This is an optimization exercise on Yosys and OpenROAD, whose aim is small area and a short achievable clock period, not a production implementation.
Function was checked by simulation only, so behaviour that the tests miss may differ from the original.
No activity file was given, so power comes from the tool's default toggle rates.

==> flow/design.v <==
package erx_pkg;
    localparam int WRITE_BIT   = 0;
    localparam int DSTADDR_LSB = 8;
    localparam int DSTADDR_W   = 32;
    localparam int CHIPID_LSB  = 20;
    localparam int CHIPID_W    = 12;
    typedef enum logic [1:0] {
        CH_WRITE = 2'd0,
        CH_READ  = 2'd1,
        CH_RESP  = 2'd2
    } erx_type_e;
    function automatic int clog2(input int value);
        clog2 = 0;
        for (int i = 0; i < 31; i = i + 1) begin
            if ((1 << i) < value) clog2 = i + 1;
        end
    endfunction
endpackage
import erx_pkg::*;
module erx_chfifo
#(
    parameter int          PW    = 104,
    parameter int          DEPTH = 8,
    parameter int          WAIT_LEVEL = 6,
    parameter logic [PW-1:0] CMASK = '0,
    parameter logic [PW-1:0] CVAL  = '0
) (
    input  logic                           clk,
    input  logic                           nreset,
    input  logic                           push,
    input  logic [PW-1:0]                  din,
    input  logic                           wait_i,
    output logic [PW-1:0]                  dout,
    output logic                           valid,
    output logic                           full,
    output logic                           blocked,
    output logic                           accept,
    output logic                           near
);
    localparam int MD = DEPTH - 1;         
    logic          hv;                     
    logic [MD-1:0] cmt;                    
    logic [MD-1:0] wr_oh;                  
    logic [MD-1:0] rd_oh;                  
    logic [MD:0]   hsel;                   
    logic [DEPTH:0] tn;                    
    logic          pop;
    logic          from_mem;
    logic          acc1;                   
    logic          to_mem1;                
    logic          hv_n0, hv_n1;
    logic [MD-1:0] cmt_n0, cmt_n1, cmt_up, cmt_dn;
    logic          near0, near1;
    logic [MD-1:0] rd_oh_n;
    assign valid    = hv;
    assign full     = cmt[MD-1];
    assign pop      = hv && !wait_i;
    assign accept   = push && acc1;
    assign blocked  = !acc1;
    assign from_mem = pop && cmt[0];
    assign acc1     = !full || pop;
    assign to_mem1  = acc1 && hv && !(pop && !cmt[0]);
    assign cmt_up   = {cmt[MD-2:0], 1'b1};
    assign cmt_dn   = {1'b0, cmt[MD-1:1]};
    assign rd_oh_n  = from_mem ? {rd_oh[MD-2:0], rd_oh[MD-1]} : rd_oh;
    assign hv_n0  = (hv && !pop) || from_mem;
    assign hv_n1  = hv_n0 || acc1;
    assign cmt_n0 = from_mem ? cmt_dn : cmt;
    assign cmt_n1 = (to_mem1 == from_mem) ? cmt : to_mem1 ? cmt_up : cmt_dn;
    assign tn    = {1'b0, cmt, hv};
    assign near0 = pop ? tn[WAIT_LEVEL] : tn[WAIT_LEVEL-1];
    assign near1 = (acc1 == pop) ? tn[WAIT_LEVEL-1] : acc1 ? tn[WAIT_LEVEL-2] : tn[WAIT_LEVEL];
    assign near  = push ? near1 : near0;
    always_ff @(posedge clk) begin
        if (!nreset) begin
            hv      <= 1'b0;
            cmt     <= '0;
            wr_oh   <= MD'(1);
            rd_oh   <= MD'(1);
        end else begin
            hv      <= push ? hv_n1 : hv_n0;
            cmt     <= push ? cmt_n1 : cmt_n0;
            rd_oh   <= rd_oh_n;
            if (push && to_mem1) wr_oh <= {wr_oh[MD-2:0], wr_oh[MD-1]};
        end
    end
    logic load;
    assign load = !hv || !wait_i;
    assign hsel = {!cmt[0], rd_oh & {MD{cmt[0]}}};
    for (genvar b = 0; b < PW; b++) begin : g_bit
        if (CMASK[b]) begin : g_const
            assign dout[b] = CVAL[b];
        end else begin : g_store
            logic          h;
            logic [MD-1:0] m;
            logic          d;
            assign d = (din[b] & hsel[MD]) | (|(m & hsel[MD-1:0]));
            always_ff @(posedge clk) begin
                if (load) h <= d;
            end
            for (genvar j = 0; j < MD; j++) begin : g_slot
                always_ff @(posedge clk) begin
                    if (wr_oh[j] && (!full || !wait_i)) m[j] <= din[b];
                end
            end
            assign dout[b] = h;
        end
    end
endmodule
import erx_pkg::*;
module erx_dispatch
#(
    parameter int          PW     = 104,
    parameter int          NCH    = 3,
    parameter int          DEPTH  = 8,
    parameter int          MODE   = 0,
    parameter int          ASHIFT = 20,
    parameter logic [11:0] ID     = 12'h800,
    parameter int          AFULL  = 2,
    parameter int          TOW    = 12
) (
    input  logic                clk,
    input  logic                nreset,
    input  logic                rx_access,
    input  logic [PW-1:0]       rx_packet,
    output logic                rx_wait,
    output logic [NCH-1:0]      ch_access,
    output logic [NCH*PW-1:0]   ch_packet,
    input  logic [NCH-1:0]      ch_wait,
    output logic [NCH-1:0]      overflow,
    output logic [15:0]         drop_count,
    output logic [NCH-1:0]      timeout,
    input  logic                clear
);
    localparam int IW         = ($clog2(NCH) < 1) ? 1 : $clog2(NCH);
    localparam int AW         = $clog2(DEPTH);
    localparam int WAIT_LEVEL = DEPTH - AFULL;
    localparam logic [TOW-1:0] TO_MAX = {TOW{1'b1}};
    localparam logic [TOW-1:0] TO_ARM = {{(TOW-1){1'b1}}, 1'b0};
    logic [IW-1:0]  sel;
    logic           sel_ok;
    logic [NCH-1:0] ch_push;
    logic [NCH-1:0] ch_full;
    logic [NCH-1:0] near_full;
    logic [NCH-1:0] ovf_set;
    logic [NCH-1:0] ch_blocked;
    logic [NCH-1:0] to_set;
    logic           drop;
    always_comb begin
        sel    = '0;
        sel_ok = 1'b0;
        if (MODE == 0) begin
            sel_ok = 1'b1;
            if (rx_packet[WRITE_BIT])
                sel = IW'(CH_WRITE);
            else if (rx_packet[DSTADDR_LSB + CHIPID_LSB +: CHIPID_W] == ID)
                sel = IW'(CH_RESP);
            else
                sel = IW'(CH_READ);
        end else begin
            sel    = rx_packet[DSTADDR_LSB + ASHIFT +: IW];
            sel_ok = (int'(sel) < NCH);
        end
    end
    function automatic logic [PW-1:0] const_mask(input int ch);
        const_mask = '0;
        if (MODE == 0) begin
            const_mask[WRITE_BIT] = 1'b1;
            if (ch == int'(CH_RESP))
                const_mask[DSTADDR_LSB + CHIPID_LSB +: CHIPID_W] = '1;
        end
    endfunction
    function automatic logic [PW-1:0] const_val(input int ch);
        const_val = '0;
        if (MODE == 0) begin
            const_val[WRITE_BIT] = (ch == int'(CH_WRITE));
            if (ch == int'(CH_RESP))
                const_val[DSTADDR_LSB + CHIPID_LSB +: CHIPID_W] = ID;
        end
    endfunction
    genvar k;
    for (k = 0; k < NCH; k++) begin : g_ch
        logic           stall;
        logic [TOW-1:0] stall_cnt;
        assign ch_push[k] = rx_access && sel_ok && (int'(sel) == k);
        erx_chfifo #(
            .PW    (PW),
            .DEPTH (DEPTH),
            .WAIT_LEVEL (WAIT_LEVEL),
            .CMASK (const_mask(k)),
            .CVAL  (const_val(k))
        ) u_fifo (
            .clk        (clk),
            .nreset     (nreset),
            .push       (ch_push[k]),
            .din        (rx_packet),
            .wait_i     (ch_wait[k]),
            .dout       (ch_packet[k*PW +: PW]),
            .valid      (ch_access[k]),
            .full       (ch_full[k]),
            .blocked    (ch_blocked[k]),
            .accept     (),
            .near       (near_full[k])
        );
        assign ovf_set[k] = ch_push[k] && ch_blocked[k];
        assign stall     = ch_access[k] && ch_wait[k];
        assign to_set[k] = stall && (stall_cnt == TO_ARM);
        always_ff @(posedge clk) begin
            if (!nreset)
                stall_cnt <= '0;
            else if (!stall)
                stall_cnt <= '0;
            else if (stall_cnt != TO_MAX)
                stall_cnt <= stall_cnt + {{(TOW-1){1'b0}}, 1'b1};
        end
    end
    assign drop = rx_access && (!sel_ok || ch_blocked[sel]);
    logic [15:0] dc_inc;
    assign dc_inc = (drop_count == 16'hFFFF) ? drop_count : drop_count + 16'd1;
    always_ff @(posedge clk) begin
        if (!nreset) begin
            rx_wait    <= 1'b0;
            overflow   <= '0;
            timeout    <= '0;
            drop_count <= '0;
        end else begin
            rx_wait  <= |near_full;
            overflow <= (clear ? '0 : overflow) | ovf_set;
            timeout  <= (clear ? '0 : timeout) | to_set;
            if (drop)
                drop_count <= clear ? 16'd1 : dc_inc;
            else if (clear)
                drop_count <= '0;
        end
    end
endmodule
==> flow/flow/run.sh <==
#!/bin/bash
# Standard layout, except that the port buffers are plain sky130 buffers
# (buf_2) rather than the delay-cell buffers buffer_ports picks by default.
set -euo pipefail
export BUFFER_PORTS_ARGS="-buffer_cell sky130_fd_sc_hd__buf_2"
bash standard.sh finish > standard.log 2>&1
==> flow/standard.sh <==
#!/bin/bash
# synth_recipe.tcl (not shown) runs the flow's synth.tcl, then flattens the netlist and writes it again
# the make line also repeats each setting of config.mk as NAME=value (left out here)
make -C /OpenROAD-flow-scripts/flow DESIGN_CONFIG=/design/flow/config.mk WORK_HOME=/design/flow/orfs CLKGATE_MAP_FILE= SYNTH_SCRIPT=/design/flow/synth_recipe.tcl "${@:-finish}"
==> flow/config.mk <==
export PLATFORM = sky130hd
export DESIGN_NAME = erx_dispatch
export DESIGN_NICKNAME = erx_dispatch
export VERILOG_FILES = /design/flow/design.v
export SDC_FILE = /design/flow/constraint.sdc
export NUM_CORES = 4
export LEC_CHECK = 0
export CAP_MARGIN = 20
export CORE_MARGIN = 2
export CORE_UTILIZATION = 70
export CTS_CLUSTER_DIAMETER = 80
export CTS_CLUSTER_SIZE = 24
export SETUP_SLACK_MARGIN = 3.0
export SLEW_MARGIN = 20
==> flow/constraint.sdc <==
create_clock -name core_clock -period 5.5 [get_ports {clk}]
set_input_delay 1.1000 -clock core_clock [delete_from_list [all_inputs] [get_ports {clk}]]
set_output_delay 1.1000 -clock core_clock [all_outputs]
set_load 0.01 [all_outputs]
==> out/metrics.yaml, run 1 <==
status:
  outcome: "no timing/DRC/antenna violations"
worst_setup_path:
  crit_arrival_ns: 3.09
  cp.required_ns: 5.92
  ff2ff_path_depth: 3
  crit_path_end_kind: "register"
  crit_type: "input pin to register"
  reg2reg_from: "g_ch[1].u_fifo.cmt[6]"
  cp-start-kind: "input pin"
  reg2reg_slack_ns: 2.90
  cp_max_fo: 73
  r2r_end: "g_ch[1].u_fifo.g_bit[67].g_store.m[0]"
clocking:
  clkLatencyLatePin_ns: 0.79
  cts_hold_buf: 0
  numCtsBuffers: 117
  clock_sinks: 2501
  cts-root-buf: "clkbuf_16"
  cts_tree: "built"
  cts_buffer_depth: 3
  cts_max_level: 3
  clk_pin_slew_ns: 0.09
global_routing:
  grt_max_degree: 74
  grt_pass1_wl_um: 371000
  grt_pass1_vias: 49723
  track_usage_pct: 39.3
  antenna_found_initial: 30
  grt-ovfl-total: 0
run:
  maxCapViolations: 0
sta:
  setup_viol: 0
  fmax_mhz: 374
  finalMaxSlewViolations: 0
  hold_violations: 0
  rsz0062_at_grt: "true"
  period_needed_ns: 2.67
  tightest_slew_ns: 1.13
  fin_skew_ns: 0.0238
  period_share_pct: 48.6
  slew_headroom_pct: 24.4
  fin_tns_setup_ns: 0
routing:
  wl_met2_um: 125000
  ant_nets: 0
  drt_iter0_drc: 9189
  dr.pass1.iters: 6
  vias_per_cell: 7.44
  m1WireLength_um: 92300
  vias: 53388
  wirelength_um: 269000
  post-route-drc-count: 0
  top_layer: "met5"
  wl_per_cell_um: 37.5
  wl_met3_um: 37100
cells_and_area:
  final_common_cell: "edfxtp_1"
  fillers: 7672
  mostFrequentLayoutCells: "edfxtp_1 (2376), buf_2 (425), nand2_1 (375)"
  finish.utilization_pct: 75.2
  synthToLayoutAreaGrowth_pct: 6.94
  fin_cells: 7172
  drive_above_1_share_pct: 15.2
  nNetsFinal: 5478
synthesis:
  synth-async-reset-ratio_pct: 0
  synth-main-ff-cell: "edfxtp_1"
  post-synth-top-area-cell: "edfxtp_1"
  netlist_area_um2: 92200
  syn_avg_cell_area_um2: 17.5
  synth_edf_count: 2376
  synth_cell_types: 64
  ys_seq_elements: 2501
  syn_inst: 5258
  synth_top_area_share_pct: 77.4
  ys_top_cells_by_area: "edfxtp_1 (77%), o2111ai_1 (2.8%), a221oi_1 (2.8%), a22o_1 (2.8%), dfxtp_1 (2.7%)"
  ys_seq_area_share_pct: 80.1
  ys_warn_count: 4
floorplanning:
  die_w_um: 367
  start_util_pct: 70.3
  core-area_um2: 131000
  dieArea_um2: 135000
  die_y_um: 367
  pin_count: 449
  rows: 133
place:
  gp_congestion: 0.848
  portBuffers: 433
  dp_cells: 6948
  hpwl_um: 134000
power_and_ir_drop:
  power.leakage_uw: 0.0315
  power_density_nw_per_um2: 325
  peakVddDrop_v: 0.000285
worst_hold_path:
  hp-start: "timeout[1]"
  holdPathEnd: "timeout[1]"
  hold_class: "register to register"
  holdPathStages: 2
-- registers in the layout, indices dropped and copies added (netlist names) --
signal and count:
g_ch.stall_cnt 36, g_ch.u_fifo.g_bit.g_store.m 2079, g_ch.u_fifo.rd_oh 21, g_ch.u_fifo.cmt 21
rx_wait 1, g_ch.u_fifo.wr_oh 21, g_ch.u_fifo.g_bit.g_store.h 297, drop_count 16
timeout 3, g_ch.u_fifo.hv 3, overflow 3
-- Yosys cell counts (all sizes together), types with 3 or more instances --
cell type,n
a211oi,10
a21oi,40
a221oi,297
a22o,297
a22oi,299
a31oi,11
and2,46
and3,16
and4,9
buf,372
clkbuf,242
dfxtp,125
edfxtp,2376
ha,7
inv,120
mux2i,46
nand2,379
nand2b,3
nand3,26
nand3b,6
nand4,21
nor2,75
nor2b,6
nor3,22
nor4,13
o2111ai,298
o211a,4
o21ai,18
o31ai,8
or2,9
or3,5
or4,6
xnor2,6
xor2,13
-- per-stage QoR --
| step | worst slack (ns) | hold slack, ns | total power [uW] | area (um2) |
|---|---|---|---|---|
| after detailed placement | 1.96 | 0.441 | 22600 | 94600 |
| after global placement | 1.96 | 0.434 | 22500 | 94600 |
| after floorplan | 2.55 | 0.438 | 22100 | 92500 |
| after global routing | 2.82 | 0.494 | 32700 | 98600 |
| final | 2.83 | 0.456 | 32000 | 98600 |
| after CTS | 2.84 | 0.464 | 32000 | 98400 |
-- kinds of logic (layout without fill, tap and decap cells) --
group	after synthesis	count (layout)	share of synthesized area, %
flops	2501	2501	80.1
compound gates	1300	1300	11.7
buf+inv	735	833	4.29
simple gates	648	676	3.18
mux	46	46	0.499
xor+xnor	19	19	0.180
fa+ha+maj	7	7	0.0950
other cells	2	35	0.00814
-- worst max-delay path by stage --
stage,endpoint,start,cells after the start
after floorplan,g_ch[0].u_fifo.g_bit[100].g_store.m[0],ch_wait[0],2
after global placement,drop_count[7],rx_packet[37],6
after detailed placement,drop_count[12],rx_packet[37],6
after CTS,ch_packet[279],g_ch[2].u_fifo.g_bit[71].g_store.h,1
after global routing,ch_packet[232],g_ch[2].u_fifo.g_bit[24].g_store.h,1
final,g_ch[1].u_fifo.g_bit[67].g_store.m[0],ch_wait[1],4
-- final cells by class --
type	count	area (um2)	area share, %
Antenna cell	20	50.0	0.0507
Clock buffer	137	3060	3.10
Clock inverter	19	303	0.307
Inverter	121	454	0.461
Multi-Input combinational cell	2063	15000	15.2
Sequential cell	2501	73900	74.9
Tap cell	1755	2200	2.23
Timing Repair Buffer	556	3640	3.69
-- timing repair --
item / 4_1_cts / 5_1_grt
setup endpoints to repair: 538 / 428
pin swaps: 22 / 6
setup buffers: 16 / 4
cloned: 22 / 6
resized for setup: 28 / 14
-- worst max-delay path: stages --
cell and delay [ns]:
buf_2 0.17, nand2_2 0.45, and2_4 0.66, buf_12 0.57
-- metal layers --
metal | up-vias | global-route usage (%)
li1 | 21218 | -
met5 | - | 0
met1 | 26950 | 54.3
met4 | 22 | 17.4
met2 | 4489 | 61.2
met3 | 709 | 8.73
-- where the power goes --
group / internal, uW / leakage [uW] / switching (uW) / total, uW
Sequential: 21100 / 0.0233 / 151 / 21300
Clock: 4220 / 0.00164 / 5630 / 9850
Combinational: 232 / 0.00654 / 661 / 893
Total: 25600 / 0.0315 / 6440 / 32000
==> inputs of run 2 (changes only) <==
--- a/flow/design.v
+++ b/flow/design.v
@@ -78,4 +78,5 @@
             wr_oh   <= MD'(1);
             rd_oh   <= MD'(1);
+            hsel    <= {1'b1, {MD{1'b0}}};
         end else begin
             hv      <= push ? hv_n1 : hv_n0;
@@ -83,9 +84,9 @@
             rd_oh   <= rd_oh_n;
             if (push && to_mem1) wr_oh <= {wr_oh[MD-2:0], wr_oh[MD-1]};
+            hsel    <= (push ? cmt_n1[0] : cmt_n0[0]) ? {1'b0, rd_oh_n} : {1'b1, {MD{1'b0}}};
         end
     end
     logic load;
     assign load = !hv || !wait_i;
-    assign hsel = {!cmt[0], rd_oh & {MD{cmt[0]}}};
     for (genvar b = 0; b < PW; b++) begin : g_bit
         if (CMASK[b]) begin : g_const
--- a/flow/config.mk
+++ b/flow/config.mk
@@ -8,7 +8,7 @@
 export CAP_MARGIN = 20
 export CORE_MARGIN = 2
-export CORE_UTILIZATION = 70
+export CORE_UTILIZATION = 60
 export CTS_CLUSTER_DIAMETER = 80
 export CTS_CLUSTER_SIZE = 24
-export SETUP_SLACK_MARGIN = 3.0
+export SETUP_SLACK_MARGIN = 3.5
 export SLEW_MARGIN = 20
==> run 2 against run 1 <==
Net effect:
- register-to-register slack gained 0.55 ns
- still clean on timing, DRC and antenna
- fmax about the same
- sequential cell count grew 24
- sequential share of layout area shrank 0.80 points
- largest power group unchanged
- worst setup slack worse by 0.0025 ns
- highest routed layer unchanged
- first-iteration DRC count is 26% lower
- synthesized cell count down 1.9%
==> out/metrics.yaml, run 2 <==
sta:
  fin_skew_ns: 0.0235  # was 0.0238 ns
  setup_ws_ns: 2.83  # about the same
  finalMaxSlewViolations: 0  # unchanged
  fin_tns_setup_ns: 0  # unchanged
  period_needed_ns: 2.67  # about the same
  fmax_mhz: 374  # about the same
  slew_headroom_pct: 35.4  # was 24.4%
  rsz0062_at_grt: "true"  # unchanged
  hold_violations: 0  # unchanged
  setup_viol: 0  # unchanged
  holdWs_ns: 0.479  # was 0.456 ns
  tightest_slew_ns: 0.968  # was 1.13 ns
  period_share_pct: 48.6  # about the same
worst_setup_path:
  cp_max_fo: 1  # was 73
  ff2ff_path_depth: 7  # was 3
  cp.required_ns: 4.40  # was 5.92 ns
  reg2reg_from: "g_ch[0].u_fifo.hv"  # was g_ch[1].u_fifo.cmt[6]
  crit_path_cell_trace: "buf_2"  # was buf_2 > nand2_2 > and2_4 > buf_12
  cp-start-kind: "register"  # was input pin
  crit_path_end_kind: "primary output"  # was register
  r2r_end: "drop_count[11]"  # was g_ch[1].u_fifo.g_bit[67].g_store.m[0]
  max_stage_delay_ns: 0.57  # was 0.66 ns
  reg2reg_slack_ns: 3.45  # was 2.90 ns
  crit_arrival_ns: 1.57  # was 3.09 ns
  cp_slowest_cell: "edfxtp_1"  # was and2_4
  path_delay_family: "flip-flops"  # was simple AND/OR/NAND/NOR gates
  cp_num_buf_inv: 1  # was 2
  crit_type: "register to primary output"  # was input pin to register
routing:
  vias_per_cell: 6.83  # was 7.44
  ant_nets: 0  # unchanged
  wirelength_um: 253000  # was 269000 um
  vias: 50643  # was 53388
  drt_iter0_drc: 6791  # was 9189
  dr.pass1.iters: 5  # was 6
  post-route-drc-count: 0  # unchanged
  wl_per_cell_um: 34.1  # was 37.5 um
clocking:
  cts_hold_buf: 0  # unchanged
  clk_pin_slew_ns: 0.09  # about the same
  clock_sinks: 2525  # was 2501
  cts_max_level: 3  # unchanged
  clkLatencyLatePin_ns: 0.77  # was 0.79 ns
  cts-root-buf: "clkbuf_16"  # unchanged
  cts_buffer_depth: 3  # unchanged
  numCtsBuffers: 119  # was 117
  cts_tree: "built"  # unchanged
synthesis:
  post-synth-top-area-cell: "edfxtp_1"  # unchanged
  syn_avg_cell_area_um2: 17.8  # was 17.5 um2
  ys_warn_count: 4  # unchanged
  synth_cell_types: 57  # was 64
  synth-compound-area-share_pct: 10.7  # was 11.7%
  synth_top_family_by_area: "compound AO/OA/AOI/OAI gates"  # unchanged
  synth-main-ff-cell: "edfxtp_1"  # unchanged
  synth_fa_ha_area_share_pct: 0.0953  # was 0.0950%
  synth_common_cells: "edfxtp_1 (2376), a22oi_1 (1201), buf_4 (315)"  # was edfxtp_1 (2376), nand2_1 (379), buf_4 (316)
  netlist_area_um2: 91900  # was 92200 um2
  yosysMostFrequentCell: "edfxtp_1"  # unchanged
  synth_edf_count: 2376  # unchanged
  muxShareOfSynthArea_pct: 0.499  # about the same
  ys_seq_elements: 2525  # was 2501
  synth_xor_area_share_pct: 0.191  # was 0.180%
  syn_inst: 5157  # was 5258
  synth_top_area_share_pct: 77.7  # was 77.4%
  ys_seq_area_share_pct: 80.9  # was 80.1%
  synth_simple_gate_area_share_pct: 3.80  # was 3.18%
  ys_top_cells_by_area: "edfxtp_1 (78%), a22oi_1 (9.8%), dfxtp_1 (3.2%), buf_4 (2.6%), nand4_1 (2.1%)"  # was edfxtp_1 (77%), o2111ai_1 (2.8%), a221oi_1 (2.8%), a22o_1 (2.8%), dfxtp_1 (2.7%)
  synth-async-reset-ratio_pct: 0  # unchanged
cells_and_area:
  top_regs: "g_ch.u_fifo.g_bit.g_store.m: 2079 flops, g_ch.u_fifo.g_bit.g_store.h: 297 flops, g_ch.stall_cnt: 36 flops"  # unchanged
  final_common_cell: "edfxtp_1"  # unchanged
  fillers: 10321  # was 7672
  mostFrequentLayoutCells: "edfxtp_1 (2376), a22oi_1 (1197), buf_2 (339)"  # was edfxtp_1 (2376), buf_2 (425), nand2_1 (375)
  finish.utilization_pct: 66.2  # was 75.2%
  synthToLayoutAreaGrowth_pct: 9.42  # was 6.94%
  drive_above_1_share_pct: 17.8  # was 15.2%
  largest_reg_flops: 2079  # unchanged
  nNetsFinal: 5439  # was 5478
  top_register: "g_ch.u_fifo.g_bit.g_store.m"  # unchanged
power_and_ir_drop:
  power_density_nw_per_um2: 326  # was 325 nW/um2
  p_sw_share_pct: 20.4  # was 20.1%
  p_int_uw: 26100  # was 25600 uW
  power.total_uw: 32800  # was 32000 uW
  power.leakage_uw: 0.0315  # about the same
  comb_power_share_pct: 3.4  # was 2.8%
  power_switching_uw: 6690  # was 6440 uW
  pwr-share-clk_pct: 31.3  # was 30.8%
  peakVddDrop_v: 0.000282  # was 0.000285 V
  power_frac_seq_pct: 65.3  # was 66.4%
global_routing:
  grt_pass1_vias: 46891  # was 49723
  grt_pass1_wl_um: 350000  # was 371000 um
  antenna_found_initial: 10  # was 30
  grt_max_degree: 68  # was 74
  grt-ovfl-total: 0  # unchanged
  track_usage_pct: 31.2  # was 39.3%
floorplanning:
  core-area_um2: 152000  # was 131000 um2
  die_y_um: 395  # was 367 um
  start_util_pct: 60.5  # was 70.3%
  rows: 143  # was 133
  dieArea_um2: 156000  # was 135000 um2
  pin_count: 449  # unchanged
  die_w_um: 395  # was 367 um
worst_hold_path:
  hp-start: "g_ch[2].u_fifo.rd_oh[6]"  # was timeout[1]
  holdPathEnd: "g_ch[2].u_fifo.hsel[0]"  # was timeout[1]
  hold_class: "register to register"  # unchanged
  holdPathStages: 2  # unchanged
run:
  maxCapViolations: 0  # unchanged
status:
  outcome: "no timing/DRC/antenna violations"  # unchanged
place:
  pre_cts_ws_ns: 1.95  # was 1.96 ns
  portBuffers: 433  # unchanged
  hpwl_um: 132000  # was 134000 um
  gp_congestion: 0.836  # was 0.848
-- run 2: cell types whose count changed after synthesis, moves of 12 or more --
cell       previous run  this run
a21oi_1              40        52
a221oi_1            297         0
a22o_1              297         0
a22oi_1             299      1201
and2_1               46        25
buf_1                52        23
clkbuf_1            242       260
dfxtp_1             125       149
inv_1               120        15
nand2_1             379        75
nand4_1              20       313
nor2_1               75        90
o2111ai_1           298         4
-- run 2: how the worst max path moves through the flow --
stage | startpoint | endpoint | cells past startpoint
global route | g_ch[0].u_fifo.g_bit[100].g_store.h | ch_packet[100] | 1
detailed placement | rx_packet[39] | drop_count[5] | 6
CTS | g_ch[0].u_fifo.g_bit[78].g_store.h | ch_packet[78] | 1
finish | g_ch[0].u_fifo.g_bit[45].g_store.h | ch_packet[45] | 1
global placement | rx_packet[39] | g_ch[2].u_fifo.wr_oh[0] | 6
floorplan | rx_packet[32] | drop_count[6] | 6
-- run 2: cell type report --
class	instances	area [um2]	share of cell area (%)
diodes	4	10.0	0.00996
clock buffers	160	3270	3.25
clock inverters	22	307	0.305
inverters	15	56.3	0.0560
multi-input cells	2079	15100	15.0
flip-flops and latches	2525	74500	74.1
well taps	2030	2540	2.53
repair buffers	581	4730	4.71
-- run 2: logic make-up (layout without fill, tap and decap cells) --
kind of cell,count (synthesis),in the layout
multiplexers,45,48
AO/OA/AOI/OAI,1326,1329
adder cells (fa/ha/maj),7,7
buffers and inverters,615,778
other,2,19
flip-flops,2525,2525
AND/OR/NAND/NOR,617,660
XOR/XNOR,20,20
-- run 2: tightest hold or removal path, stage by stage, from the launching register on --
cell,delay (ns)
dfxtp_1,0.33
nand2_1,0.06
a21oi_1,0.06
-- run 2: per-stage QoR --
| stage | instance area, um2 | cells |
|---|---|---|
| 3_3_place_gp | 94300 | 7103 |
| 5_1_grt | 100000 | 7412 |
| 6_report | 101000 | 7416 |
| 2_1_floorplan | 92300 | 5170 |
| 3_5_place_dp | 94300 | 7103 |
| 4_1_cts | 99500 | 7363 |
-- run 2: power by group through the flow --
stage	Clock, uW	Sequential [uW]	Combinational (uW)
2_1_floorplan	0	21800	555
3_3_place_gp	0	21900	1010
3_5_place_dp	0	21900	1020
4_1_cts	10300	21400	1080
5_1_grt	11000	21400	1180
6_report	10300	21400	1110
-- run 2: per-layer routing --
metal  part of all wire (%)  GRT usage [%]  vias up
met5                 0.0051              0        -
met4                    2.2           6.99        2
met3                    9.7           4.40      261
met2                     48           49.3     2764
met1                     41           47.0    26429
li1                       -              -    21187
-- run 2: timing repair --
action	in CTS	in global routing
pin swaps	21	43
buffers inserted	47	28
resized for setup	218	125
cloned	31	21
setup endpoints to repair	1846	1182
==> inputs of run 3 (changes only) <==
==> flow/flow/run.sh (replaced) <==
#!/bin/bash
# Standard layout with two changes: the port buffers are plain sky130
# buffers (buf_2) rather than the delay-cell buffers buffer_ports picks by
# default, and the resizer may swap a cell for one of another footprint
# (MATCH_CELL_FOOTPRINT=0), so it can really upsize cells on slow paths.
set -euo pipefail
export BUFFER_PORTS_ARGS="-buffer_cell sky130_fd_sc_hd__buf_2"
bash standard.sh MATCH_CELL_FOOTPRINT=0 finish > standard.log 2>&1
==> run 3 against run 2 <==
Net effect:
- still clean on timing, DRC and antenna
- synthesized cell count unchanged
- sequential share of layout area rose by 0.11 points
- worst hold slack worse by 0.0022 ns
- via count down 1.1%
- routed wire length shrank 2.4%
- combinational power about the same
- critical endpoint is now ch_packet[32]
- largest cell class unchanged
==> out/metrics.yaml, run 3 <==
power_and_ir_drop:
  peakVddDrop_v: 0.000267  # was 0.000282 V
  power_density_nw_per_um2: 324  # was 326 nW/um2
  power.leakage_uw: 0.0315  # about the same
place:
  gp_congestion: 0.822  # was 0.836
  portBuffers: 433  # unchanged
  dp_cells: 7106  # was 7103
  pre_cts_ws_ns: 1.99  # was 1.95 ns
  hpwl_um: 129000  # was 132000 um
cells_and_area:
  drive_above_1_share_pct: 17.7  # was 17.8%
  synthToLayoutAreaGrowth_pct: 9.25  # was 9.42%
  top_register: "g_ch.u_fifo.g_bit.g_store.m"  # unchanged
  largest_reg_flops: 2079  # unchanged
  mostFrequentLayoutCells: "edfxtp_1 (2376), a22oi_1 (1195), buf_2 (346)"  # was edfxtp_1 (2376), a22oi_1 (1197), buf_2 (339)
  nNetsFinal: 5448  # was 5439
  final_common_cell: "edfxtp_1"  # unchanged
  fin_cells: 7431  # was 7416
  top_regs: "g_ch.u_fifo.g_bit.g_store.m: 2079 flops, g_ch.u_fifo.g_bit.g_store.h: 297 flops, g_ch.stall_cnt: 36 flops"  # unchanged
floorplanning:
  dieArea_um2: 156000  # unchanged
  rows: 143  # unchanged
  die_w_um: 395  # unchanged
  die_y_um: 395  # unchanged
  pin_count: 449  # unchanged
  core-area_um2: 152000  # unchanged
  start_util_pct: 60.5  # unchanged
worst_setup_path:
  reg2reg_from: "drop_count[3]"  # was g_ch[0].u_fifo.hv
  path_delay_family: "flip-flops"  # unchanged
  cp_max_fo: 1  # unchanged
  crit_path_cell_trace: "buf_2"  # unchanged
  cp_slowest_cell: "edfxtp_1"  # unchanged
  startpoint: "g_ch[0].u_fifo.g_bit[32].g_store.h"  # was g_ch[0].u_fifo.g_bit[45].g_store.h
  cp.required_ns: 4.40  # about the same
  crit_cells: 1  # unchanged
  max_stage_delay_ns: 0.60  # was 0.57 ns
  ff2ff_path_depth: 6  # was 7
  crit_path_end_kind: "primary output"  # unchanged
  crit_arrival_ns: 1.57  # about the same
  crit_type: "register to primary output"  # unchanged
  cp_num_buf_inv: 1  # unchanged
  cp-start-kind: "register"  # unchanged
routing:
  dr.pass1.iters: 6  # was 5
  vias: 50072  # was 50643
  ant_nets: 0  # unchanged
  drt_iter0_drc: 5938  # was 6791
  post-route-drc-count: 0  # unchanged
  wirelength_um: 247000  # was 253000 um
  vias_per_cell: 6.74  # was 6.83
  wl_per_cell_um: 33.3  # was 34.1 um
clocking:
  cts_max_level: 3  # unchanged
  cts-root-buf: "clkbuf_16"  # unchanged
  numCtsBuffers: 119  # unchanged
  clkLatencyLatePin_ns: 0.77  # about the same
  clk_pin_slew_ns: 0.09  # about the same
  cts_buffer_depth: 3  # unchanged
  cts_tree: "built"  # unchanged
  cts_hold_buf: 0  # unchanged
  clock_sinks: 2525  # unchanged
synthesis:
  ys_seq_area_share_pct: 80.9  # unchanged
  syn_inst: 5157  # unchanged
  netlist_area_um2: 91900  # unchanged
  synth_top_area_share_pct: 77.7  # unchanged
  syn_avg_cell_area_um2: 17.8  # unchanged
  synth_cell_types: 57  # unchanged
  synth-main-ff-cell: "edfxtp_1"  # unchanged
  yosysMostFrequentCell: "edfxtp_1"  # unchanged
  ys_top_cells_by_area: "edfxtp_1 (78%), a22oi_1 (9.8%), dfxtp_1 (3.2%), buf_4 (2.6%), nand4_1 (2.1%)"  # unchanged
  post-synth-top-area-cell: "edfxtp_1"  # unchanged
  synth_common_cells: "edfxtp_1 (2376), a22oi_1 (1201), buf_4 (315)"  # unchanged
  ys_warn_count: 4  # unchanged
  synth-async-reset-ratio_pct: 0  # unchanged
  ys_seq_elements: 2525  # unchanged
  synth_edf_count: 2376  # unchanged
global_routing:
  grt_pass1_vias: 46913  # was 46891
  antenna_found_initial: 10  # unchanged
  grt-ovfl-total: 0  # unchanged
  track_usage_pct: 30.8  # was 31.2%
  grt_max_degree: 97  # was 68
  grt_pass1_wl_um: 347000  # was 350000 um
sta:
  rsz0062_at_grt: "true"  # unchanged
  slew_headroom_pct: 42.0  # was 35.4%
  fin_tns_setup_ns: 0  # unchanged
  setup_ws_ns: 2.83  # about the same
  period_share_pct: 48.6  # about the same
  tightest_slew_ns: 0.870  # was 0.968 ns
  finalMaxSlewViolations: 0  # unchanged
  fin_skew_ns: 0.0181  # was 0.0235 ns
  period_needed_ns: 2.67  # about the same
  hold_violations: 0  # unchanged
  setup_viol: 0  # unchanged
  fmax_mhz: 374  # about the same
run:
  maxCapViolations: 0  # unchanged
worst_hold_path:
  hp-start: "g_ch[2].u_fifo.rd_oh[2]"  # was g_ch[2].u_fifo.rd_oh[6]
  hold_class: "register to register"  # unchanged
  holdPathStages: 2  # unchanged
status:
  outcome: "no timing/DRC/antenna violations"  # unchanged
==> run 3: where the power goes <==
part	switching, uW	total (uW)	leakage (uW)	internal, uW
Combinational	766	1080	0.00628	311
Sequential	158	21400	0.0235	21300
Clock	5710	10000	0.00170	4340
==> run 3: area by class of cell <==
cell class,instances,area (um2)
Clock inverter,29,293
Tap cell,2030,2540
Sequential cell,2525,74500
Clock buffer,156,3210
Multi-Input combinational cell,2063,14900
Timing Repair Buffer,606,4810
Antenna cell,7,17.5
Fill cell,10310,51600
Inverter,15,56.3
==> run 3: stage by stage <==
| stage | utilization (%) | hold slack, ns | area [um2] | total power, uW |
|---|---|---|---|---|
| 2_1_floorplan | - | 0.449 | 92200 | 22400 |
| 3_3_place_gp | 62.1 | 0.451 | 94300 | 22900 |
| 3_5_place_dp | 62.1 | 0.455 | 94300 | 22900 |
| 4_1_cts | 65.3 | 0.465 | 99200 | 32700 |
| 5_1_grt | 66.1 | 0.508 | 100000 | 33400 |
| 6_report | 66.1 | 0.477 | 100000 | 32600 |
==> run 3: repair_timing <==
action / CTS / global route
cloned: 27 / 12
buffers inserted: 41 / 53
pin swaps: 17 / 27
setup endpoints to repair: 1664 / 1220
resized for setup: 204 / 121
==> run 3: logic make-up after synthesis <==
family	Yosys count	share of synthesized area (%)
XOR/XNOR	20	0.191
buffers and inverters	615	3.81
flip-flops	2525	80.9
multiplexers	45	0.499
adder cells (fa/ha/maj)	7	0.0953
other	2	0.00818
AND/OR/NAND/NOR	617	3.80
AO/OA/AOI/OAI	1326	10.7
==> run 3: final timing paths <==
kind                                                 to  slack [ns]
worst min-delay path            g_ch[2].u_fifo.rd_oh[3]        0.48
worst max-delay path                      ch_packet[32]        2.83
worst min register to register  g_ch[2].u_fifo.rd_oh[3]        0.48
worst max register to register            drop_count[8]        3.40
==> run 3: metal layers <==
| layer | part of all wire (%) | vias to the layer above | track usage, % |
|---|---|---|---|
| li1 | - | 21215 | - |
| met1 | 41 | 26216 | 45.4 |
| met2 | 49 | 2409 | 49.6 |
| met3 | 8.5 | 230 | 4.85 |
| met4 | 1.9 | 2 | 6.38 |
| met5 | 0.0053 | - | 0 |
==> inputs of run 4 (changes only) <==
--- a/flow/design.v
+++ b/flow/design.v
@@ -34,5 +34,5 @@
     output logic                           valid,
     output logic                           full,
-    output logic                           blocked,
+    output logic                           ovf,
     output logic                           accept,
     output logic                           near
@@ -57,5 +57,5 @@
     assign pop      = hv && !wait_i;
     assign accept   = push && acc1;
-    assign blocked  = !acc1;
+    assign ovf      = push && !acc1;
     assign from_mem = pop && cmt[0];
     assign acc1     = !full || pop;
@@ -87,6 +87,10 @@
         end
     end
-    logic load;
+    logic          load;
+    logic          hold;
+    logic [MD:0]   hs;
     assign load = !hv || !wait_i;
+    assign hold = !load;
+    assign hs   = hsel & {(MD+1){load}};
     for (genvar b = 0; b < PW; b++) begin : g_bit
         if (CMASK[b]) begin : g_const
@@ -96,8 +100,6 @@
             logic [MD-1:0] m;
             logic          d;
-            assign d = (din[b] & hsel[MD]) | (|(m & hsel[MD-1:0]));
-            always_ff @(posedge clk) begin
-                if (load) h <= d;
-            end
+            assign d = (din[b] & hs[MD]) | (|(m & hs[MD-1:0])) | (h & hold);
+            always_ff @(posedge clk) h <= d;
             for (genvar j = 0; j < MD; j++) begin : g_slot
                 always_ff @(posedge clk) begin
@@ -145,5 +147,4 @@
     logic [NCH-1:0] near_full;
     logic [NCH-1:0] ovf_set;
-    logic [NCH-1:0] ch_blocked;
     logic [NCH-1:0] to_set;
     logic           drop;
@@ -200,9 +201,8 @@
             .valid      (ch_access[k]),
             .full       (ch_full[k]),
-            .blocked    (ch_blocked[k]),
+            .ovf        (ovf_set[k]),
             .accept     (),
             .near       (near_full[k])
         );
-        assign ovf_set[k] = ch_push[k] && ch_blocked[k];
         assign stall     = ch_access[k] && ch_wait[k];
         assign to_set[k] = stall && (stall_cnt == TO_ARM);
@@ -216,5 +216,5 @@
         end
     end
-    assign drop = rx_access && (!sel_ok || ch_blocked[sel]);
+    assign drop = (rx_access && !sel_ok) || (|ovf_set);
     logic [15:0] dc_inc;
     assign dc_inc = (drop_count == 16'hFFFF) ? drop_count : drop_count + 16'd1;
==> flow/flow/run.sh (replaced) <==
#!/bin/bash
# Standard layout with these changes: the port buffers are plain sky130
# buffers (buf_2) rather than the delay-cell buffers buffer_ports picks by
# default; the resizer may swap a cell for one of another footprint
# (MATCH_CELL_FOOTPRINT=0); and during the post-placement repair
# (resize step) nets are limited to a fanout of 24, so that high-fanout
# enable and select nets are rebuilt as buffer trees.
set -euo pipefail
here=$(cd "$(dirname "$0")" && pwd)
export BUFFER_PORTS_ARGS="-buffer_cell sky130_fd_sc_hd__buf_2"
export PRE_RESIZE_TCL="$here/pre_resize.tcl"
export POST_RESIZE_TCL="$here/post_resize.tcl"
bash standard.sh MATCH_CELL_FOOTPRINT=0 finish > standard.log 2>&1
==> flow/flow/post_resize.tcl (new file) <==
# Lift the fanout cap again for the rest of the flow.
set_max_fanout 10000 [current_design]
==> flow/flow/pre_resize.tcl (new file) <==
# Cap fanout while the resizer repairs the placed design, so that the
# high-fanout write-enable and select nets get balanced buffer trees.
set_max_fanout 24 [current_design]
--- a/flow/config.mk
+++ b/flow/config.mk
@@ -9,6 +9,6 @@
 export CORE_MARGIN = 2
 export CORE_UTILIZATION = 60
-export CTS_CLUSTER_DIAMETER = 80
-export CTS_CLUSTER_SIZE = 24
-export SETUP_SLACK_MARGIN = 3.5
+export CTS_CLUSTER_DIAMETER = 100
+export CTS_CLUSTER_SIZE = 30
+export SETUP_SLACK_MARGIN = 3.0
 export SLEW_MARGIN = 20
==> run 4 against run 3 <==
Net effect:
- cell count rose by 5.8%
- register-to-register slack lost 0.39 ns
- sequential share of layout area is 1.9 points lower
- sequential cell count is the same
- first-iteration DRC count increased by 43%
- non-clock buffer count rose by 155
- utilization shrank 0.21 points
- routed wire length increased by 11%
- count of clock-buffer cells in the layout is 15 higher
- worst hold slack worse by 0.015 ns
- global-route usage grew 4.1 points
- critical endpoint is now g_ch[2].u_fifo.g_bit[61].g_store.h
==> out/metrics.yaml, run 4 <==
place:
  place_area_um2: 94400  # was 94300 um2
  gp_congestion: 0.785  # was 0.822
  portBuffers: 433  # unchanged
  hpwl_um: 173000  # was 129000 um
routing:
  ant_nets: 0  # unchanged
  vias: 53916  # was 50072
  vias_per_cell: 6.86  # was 6.74
  dr.pass1.iters: 10  # was 6
  wirelength_um: 273000  # was 247000 um
  wl_per_cell_um: 34.8  # was 33.3 um
  drt_iter0_drc: 8483  # was 5938
  post-route-drc-count: 0  # unchanged
power_and_ir_drop:
  p_sw_share_pct: 21.1  # was 20.4%
  power_frac_seq_pct: 67.6  # was 65.8%
  p_int_uw: 24700  # was 25900 uW
  power_density_nw_per_um2: 317  # was 324 nW/um2
  peakVddDrop_v: 0.000257  # was 0.000267 V
  comb_power_share_pct: 3.8  # was 3.3%
  power_switching_uw: 6590  # was 6630 uW
  power.leakage_uw: 0.0339  # was 0.0315 uW
  pwr-share-clk_pct: 28.6  # was 30.9%
cells_and_area:
  stdcell_area_um2: 98900  # was 100000 um2
  largest_reg_flops: 2079  # unchanged
  synthToLayoutAreaGrowth_pct: 8.87  # was 9.25%
  mostFrequentLayoutCells: "edfxtp_1 (2079), buf_2 (442), a222oi_1 (440)"  # was edfxtp_1 (2376), a22oi_1 (1195), buf_2 (346)
  fillers: 10600  # was 10310
  final_common_cell: "edfxtp_1"  # unchanged
  top_regs: "g_ch.u_fifo.g_bit.g_store.m: 2079 flops, g_ch.u_fifo.g_bit.g_store.h: 297 flops, g_ch.stall_cnt: 36 flops"  # unchanged
  nNetsFinal: 5870  # was 5448
  top_register: "g_ch.u_fifo.g_bit.g_store.m"  # unchanged
  drive_above_1_share_pct: 17.4  # was 17.7%
worst_setup_path:
  cp-start-kind: "input pin"  # was register
  crit_path_end: "g_ch[2].u_fifo.g_bit[61].g_store.h"  # was ch_packet[32]
  r2r_end: "g_ch[2].u_fifo.g_bit[48].g_store.h"  # was drop_count[8]
  cp.required_ns: 6.21  # was 4.40 ns
  crit_path_end_kind: "register"  # was primary output
  startpoint: "ch_wait[2]"  # was g_ch[0].u_fifo.g_bit[32].g_store.h
  crit_arrival_ns: 3.25  # was 1.57 ns
  reg2reg_from: "g_ch[2].u_fifo.hsel[1]"  # was drop_count[3]
  crit_type: "input pin to register"  # was register to primary output
  reg2reg_slack_ns: 3.01  # was 3.40 ns
  ff2ff_path_depth: 8  # was 6
  cp_max_fo: 24  # was 1
synthesis:
  yosysMostFrequentCell: "edfxtp_1"  # unchanged
  muxShareOfSynthArea_pct: 0.532  # was 0.499%
  ys_seq_area_share_pct: 78.6  # was 80.9%
  synth_top_area_share_pct: 68.7  # was 77.7%
  synth_xor_area_share_pct: 0.164  # was 0.191%
  synth_fa_ha_area_share_pct: 0.0964  # was 0.0953%
  synth-compound-area-share_pct: 11.7  # was 10.7%
  syn_avg_cell_area_um2: 16.4  # was 17.8 um2
  synth_top_family_by_area: "compound AO/OA/AOI/OAI gates"  # unchanged
  synth_simple_gate_area_share_pct: 4.76  # was 3.80%
  post-synth-top-area-cell: "edfxtp_1"  # unchanged
  ys_seq_elements: 2525  # unchanged
  ys_warn_count: 4  # unchanged
  synth_edf_count: 2079  # was 2376
  synth_cell_types: 65  # was 57
  synth_common_cells: "edfxtp_1 (2079), dfxtp_1 (446), a222oi_1 (440)"  # was edfxtp_1 (2376), a22oi_1 (1201), buf_4 (315)
  synth-async-reset-ratio_pct: 0  # unchanged
  synth-main-ff-cell: "edfxtp_1"  # unchanged
  netlist_area_um2: 90800  # was 91900 um2
  ys_top_cells_by_area: "edfxtp_1 (69%), dfxtp_1 (9.8%), a222oi_1 (4.9%), a22oi_1 (3.3%), buf_4 (2.6%)"  # was edfxtp_1 (78%), a22oi_1 (9.8%), dfxtp_1 (3.2%), buf_4 (2.6%), nand4_1 (2.1%)
  syn_inst: 5553  # was 5157
clocking:
  cts-root-buf: "clkbuf_16"  # unchanged
  numCtsBuffers: 94  # was 119
  clock_sinks: 2525  # unchanged
  clk_pin_slew_ns: 0.11  # was 0.09 ns
  cts_buffer_depth: 3  # unchanged
  cts_tree: "built"  # unchanged
  cts_max_level: 3  # unchanged
  cts_hold_buf: 0  # unchanged
  clkLatencyLatePin_ns: 0.76  # was 0.77 ns
global_routing:
  track_usage_pct: 34.9  # was 30.8%
  grt_pass1_wl_um: 380000  # was 347000 um
  grt_max_degree: 32  # was 97
  antenna_found_initial: 13  # was 10
  grt_pass1_vias: 50332  # was 46913
  grt-ovfl-total: 0  # unchanged
sta:
  period_share_pct: 46.1  # was 48.6%
  finalMaxSlewViolations: 0  # unchanged
  fin_skew_ns: 0.0257  # was 0.0181 ns
  period_needed_ns: 2.53  # was 2.67 ns
  fmax_mhz: 395  # was 374 MHz
  rsz0062_at_grt: "true"  # unchanged
  holdWs_ns: 0.462  # was 0.477 ns
  tightest_slew_ns: 1.13  # was 0.870 ns
  fin_tns_setup_ns: 0  # unchanged
  slew_headroom_pct: 24.4  # was 42.0%
  hold_violations: 0  # unchanged
  setup_viol: 0  # unchanged
floorplanning:
  pin_count: 449  # unchanged
  die_y_um: 393  # was 395 um
  rows: 142  # was 143
  dieArea_um2: 154000  # was 156000 um2
  core-area_um2: 150000  # was 152000 um2
  die_w_um: 393  # was 395 um
  start_util_pct: 60.5  # about the same
worst_hold_path:
  hp-start: "g_ch[0].u_fifo.g_bit[91].g_store.m[2]"  # was g_ch[2].u_fifo.rd_oh[2]
  hold_class: "register to register"  # unchanged
  holdPathStages: 2  # unchanged
status:
  outcome: "no timing/DRC/antenna violations"  # unchanged
run:
  maxCapViolations: 0  # unchanged
==> run 4: cell types whose count changed after synthesis, sizes merged, moves of 25 or more <==
cell,delta
edfxtp,-297
o21ai,+251
a221o,+27
dfxtp,+297
nand4,-282
nor2,+124
nand3,+278
nand2,+198
a22oi,-796
buf,+25
a221oi,+101
a222oi,+440
clkbuf,+47
==> run 4: worst min-delay path by stage <==
stage                                         endpoint  slack (ns)
finish              g_ch[0].u_fifo.g_bit[91].g_store.h        0.46
global route        g_ch[0].u_fifo.g_bit[89].g_store.h        0.49
CTS                 g_ch[0].u_fifo.g_bit[91].g_store.h        0.47
detailed placement                          timeout[2]        0.46
global placement                            timeout[2]        0.45
floorplan           g_ch[2].u_fifo.g_bit[14].g_store.h        0.44
==> run 4: metrics by stage <==
stage,power (uW),cells,util (%),worst slack [ns]
after floorplan,22200,5566,-,2.55
after global placement,22700,7426,62.0,1.78
after detailed placement,22800,7637,62.9,-2.11
after CTS,31400,7831,65.4,2.74
after global routing,32100,7848,65.8,3.00
final,31300,7859,65.9,2.97
==> run 4: what timing repair did <==
item                                   4_1_cts  5_1_grt
pin swaps                                   11       20
gates cloned                                 2        5
resized for setup                          540      215
endpoints found under the hold margin        0        0
setup endpoints to repair                 1752     1022
setup buffers                               16       12
==> run 4: cell families after synthesis <==
group | after synthesis
XOR/XNOR | 17
AND/OR/NAND/NOR | 933
buffers and inverters | 684
flip-flops | 2525
other | 2
adder cells (fa/ha/maj) | 7
multiplexers | 48
AO/OA/AOI/OAI | 1337
==> run 4: final cells by class <==
cell class	count	area [um2]	area share (%)
inverters	12	45.0	0.0456
well taps	2016	2520	2.55
flip-flops and latches	2525	71500	72.3
clock buffers	171	2680	2.71
diodes	11	27.5	0.0278
clock inverters	5	72.6	0.0734
multi-input cells	2358	16000	16.2
repair buffers	761	5990	6.05
==> run 4: worst max-delay path, stage by stage <==
cell      delay, ns
clkbuf_4       0.16
nand2_4        0.08
buf_8          0.22
buf_12         0.20
and2_4         0.35
buf_12         0.27
buf_4          0.45
a22oi_1        0.18
nand3_1        0.11
==> run 4: power groups by stage <==
stage / combinational (uW) / sequential (uW) / clock, uW
after global routing: 1280 / 21200 / 9660
after detailed placement: 1150 / 21600 / 0
after global placement: 1090 / 21600 / 0
final: 1180 / 21200 / 8960
after floorplan: 694 / 21500 / 0
after CTS: 1170 / 21200 / 9050
==> run 4: routing by layer <==
metal	vias to the layer above	global-route usage, %	wire length, um
met5	-	0	101
met4	16	13.3	11500
met3	391	7.25	30800
met2	3144	54.8	127000
met1	27816	48.6	104000
li1	22549	-	-

[afterwards: timing with drivers on the ports]
No port has a modelled driver above. Below, the same layouts with a new extraction and two added sets of constraints.
Step 1 (the two cells are an assumption about what drives the block):
set clk [get_ports {clk}]
set_driving_cell -lib_cell sky130_fd_sc_hd__clkbuf_16 $clk
set_driving_cell -lib_cell sky130_fd_sc_hd__buf_2 [delete_from_list [all_inputs] $clk]
Step 2 moves the port delays by t, midway between the first and last clock arrival at a register: inputs arrive t later, outputs are due t later. That takes back most of the time a late clock gives input paths.
Three values: ideal, step 1, step 2; two values: the first two.
run	t (ns)	slack for setup (ns)	slew at the worst register clock pin (ns)	worst slew at a driven data input, ns
run 1	0.870	2.829 / 2.769 / 2.029	0.10 / 0.10	0.17
run 2	0.851	2.826 / 2.739 / 2.450	0.10 / 0.10	0.14
run 3	0.853	2.825 / 2.733 / 2.487	0.10 / 0.10	0.10
run 4	0.843	2.967 / 2.927 / 2.177	0.12 / 0.12	0.13
After both steps setup and hold are still met in every run listed. For run 1, which loses most, drivers alone change the setup slack by -0.060 ns; drivers and shift together by -0.800 ns.
